This design comes from an exercise in tuning for small area on the open sky130 flow, not from production work.
In this exercise RTL edits were held to simulation tests only and were not proved equivalent to the original.
Power is estimated from default activity; no workload was simulated.

==> flow/design.v (excerpt) <==
module spec_monitor_top #(
    parameter int WF_LINE_DIV = 4,   
    parameter int DECAY_BITS  = 3    
) (
    input  wire logic                  logfn_lineSync,
    input  wire logic                  global_rst,
    input  wire logic                  i_bin_valid,
    input  wire spec_pkg::bin_sample_t i_bin,
    input  wire logic                  i_frame_sync,
    input  wire logic                  i_line_done,
    input  wire spec_pkg::bin_t        i_rd_addr,
    input  wire spec_pkg::row_t        i_rd_row,
    output spec_pkg::disp_rd_t         o_rd
);
Size: ~6,800 cells after synthesis, about 2,700 flip-flops, about 83,000 um2 of cells after synthesis.
clock: 5.0 ns
lec_check: 0
cap_margin: 20
core_margin: 2
core_utilization: 60
cts_cluster_diameter: 100
cts_cluster_size: 30
place_density: 0.75
setup_slack_margin: 0.1
slew_margin: 20
synth_hierarchical: 1
synth_minimum_keep_size: 0
run.sh (not shown) runs the stock make flow with config.mk's settings and CLKGATE_MAP_FILE= SYNTH_SCRIPT=/design/flow/synth_recipe.tcl, a recipe that flattens the netlist after the stock synthesis.
Next try:
--- a/flow/design.v
+++ b/flow/design.v
@@ -331,15 +331,15 @@
     spec_pkg::ampl_t rd_sp;
     spec_pkg::ampl_t rd_pk;
     spec_pkg::ampl_t rd_wf;
     assign rd_line = wr_line - spec_pkg::row_t'(1) - i_rd_row;
     assign rd_pos  = i_rd_addr + ph;
     logic [NB-1:0] sel_sp;
-    logic [NB-1:0] sel_wf [3];
+    logic [NB-1:0] sel_wf [2];
     sm_dec32 u_dec_sp (.i_pos(rd_pos), .o_sel(sel_sp));
-    for (genvar g = 0; g < 3; g++)
+    for (genvar g = 0; g < 2; g++)
     begin : g_dec
         sm_dec32 u_dec (.i_pos(rd_pos), .o_sel(sel_wf[g]));
     end
     for (genvar r = 0; r < NR; r++)
     begin : g_sel_r
         assign sel_r[r] = (rd_line == spec_pkg::row_t'(r));
@@ -364,13 +364,13 @@
         begin : g_r
             logic [NB-1:0] d_wf;
             for (genvar k = 0; k < NB; k++)
             begin : g_k
                 assign d_wf[k] = wf[r][k][b];
             end
-            sm_or32_bit u_wf (.i_d(d_wf), .i_sel(sel_wf[r / 3]), .o_or(q_wf[4*r +: 4]));
+            sm_or32_bit u_wf (.i_d(d_wf), .i_sel(sel_wf[r / 4]), .o_or(q_wf[4*r +: 4]));
             assign s_wf[4*r +: 4] = {4{sel_r[r]}};
         end
         sm_or32_bit u_row (.i_d(q_wf), .i_sel(s_wf), .o_or(o_wf));
         assign rd_wf[b] = |o_wf;
     end
     assign rd_sp = rd_sp_or[0] | rd_sp_or[1] | rd_sp_or[2] | rd_sp_or[3];
Clock-buffer cell count increases by 7.
Design area stays flat.
Setup slack gets worse by 66 ps.
Global-route usage increases by 1.3 points.
Hold slack stays flat.
Total power grows by 0.62%.
Combinational power hardly moves.
Synthesized cell count came out lower by 0.69%.
Die area barely changes.

--- another note on this design; it stands on its own ---

==> flow/design.v (excerpt) <==
module spec_monitor_top #(
    parameter int WF_LINE_DIV = 4,   
    parameter int DECAY_BITS  = 3    
) (
    input  wire logic                  logfn_lineSync,
    input  wire logic                  global_rst,
    input  wire logic                  i_bin_valid,
    input  wire spec_pkg::bin_sample_t i_bin,
    input  wire logic                  i_frame_sync,
    input  wire logic                  i_line_done,
    input  wire spec_pkg::bin_t        i_rd_addr,
    input  wire spec_pkg::row_t        i_rd_row,
    output spec_pkg::disp_rd_t         o_rd
);
Size in the first run: ~6800 cells after synthesis, roughly 2700 flip-flops, roughly 50 I/O pins, ~83000 um2 of cells after synthesis.
Settings: LEC_CHECK=0, CAP_MARGIN=20, CORE_MARGIN=2, CORE_UTILIZATION=45, CTS_CLUSTER_DIAMETER=100, CTS_CLUSTER_SIZE=30, PLACE_DENSITY=0.6, SETUP_SLACK_MARGIN=0.1, SLEW_MARGIN=20, SYNTH_HIERARCHICAL=1, SYNTH_MINIMUM_KEEP_SIZE=0; clock period 5.0 ns.
run.sh (not shown) runs the stock make flow with config.mk's settings and CLKGATE_MAP_FILE= SYNTH_SCRIPT=/design/flow/synth_recipe.tcl, a recipe that flattens the netlist after the stock synthesis.
Next try:
Settings changed: SETUP_SLACK_MARGIN 0.1 to default.
Clock-buffer cell count does not change.
Wire length hardly moves.
Final cell count is about the same.
Sequential power hardly moves.
First-iteration DRC count rose by about 1.3%.
Power barely changes.
Die area is unchanged.
Worst setup slack is worse by 0.041 ns.

-- re-timing with driven ports --
How much do the figures lean on ideal ports? The routed layouts below were timed once more, with nothing changed but the port constraints. Step 1 assumes that a clkbuf_16 drives the clock port and a buf_2 every other input. Step 2 times the ports against the registers' clock, not the clock port: input delays grow and output delays shrink by t, the midpoint of the rising clock arrivals with the driver on. Three values: no drivers, after step 1, after step 2; two values: the first two.
run	shift t [ns]	setup WS [ns]	latest minus earliest clock arrival (ns)
the first run of note 1	0.866	0.182 / 0.243 / -0.623	0.024 / 0.024
the second run of note 1	0.871	0.116 / 0.166 / -0.705	0.047 / 0.048
the first run of note 2	0.842	0.129 / 0.178 / -0.664	0.036 / 0.036
the second run of note 2	0.843	0.088 / 0.136 / -0.707	0.041 / 0.041
With both steps, setup timing fails in every run listed, where it was met with ideal ports. For the second run of note 1, which loses most, drivers alone change the setup slack by +0.050 ns; drivers and shift together by -0.821 ns.
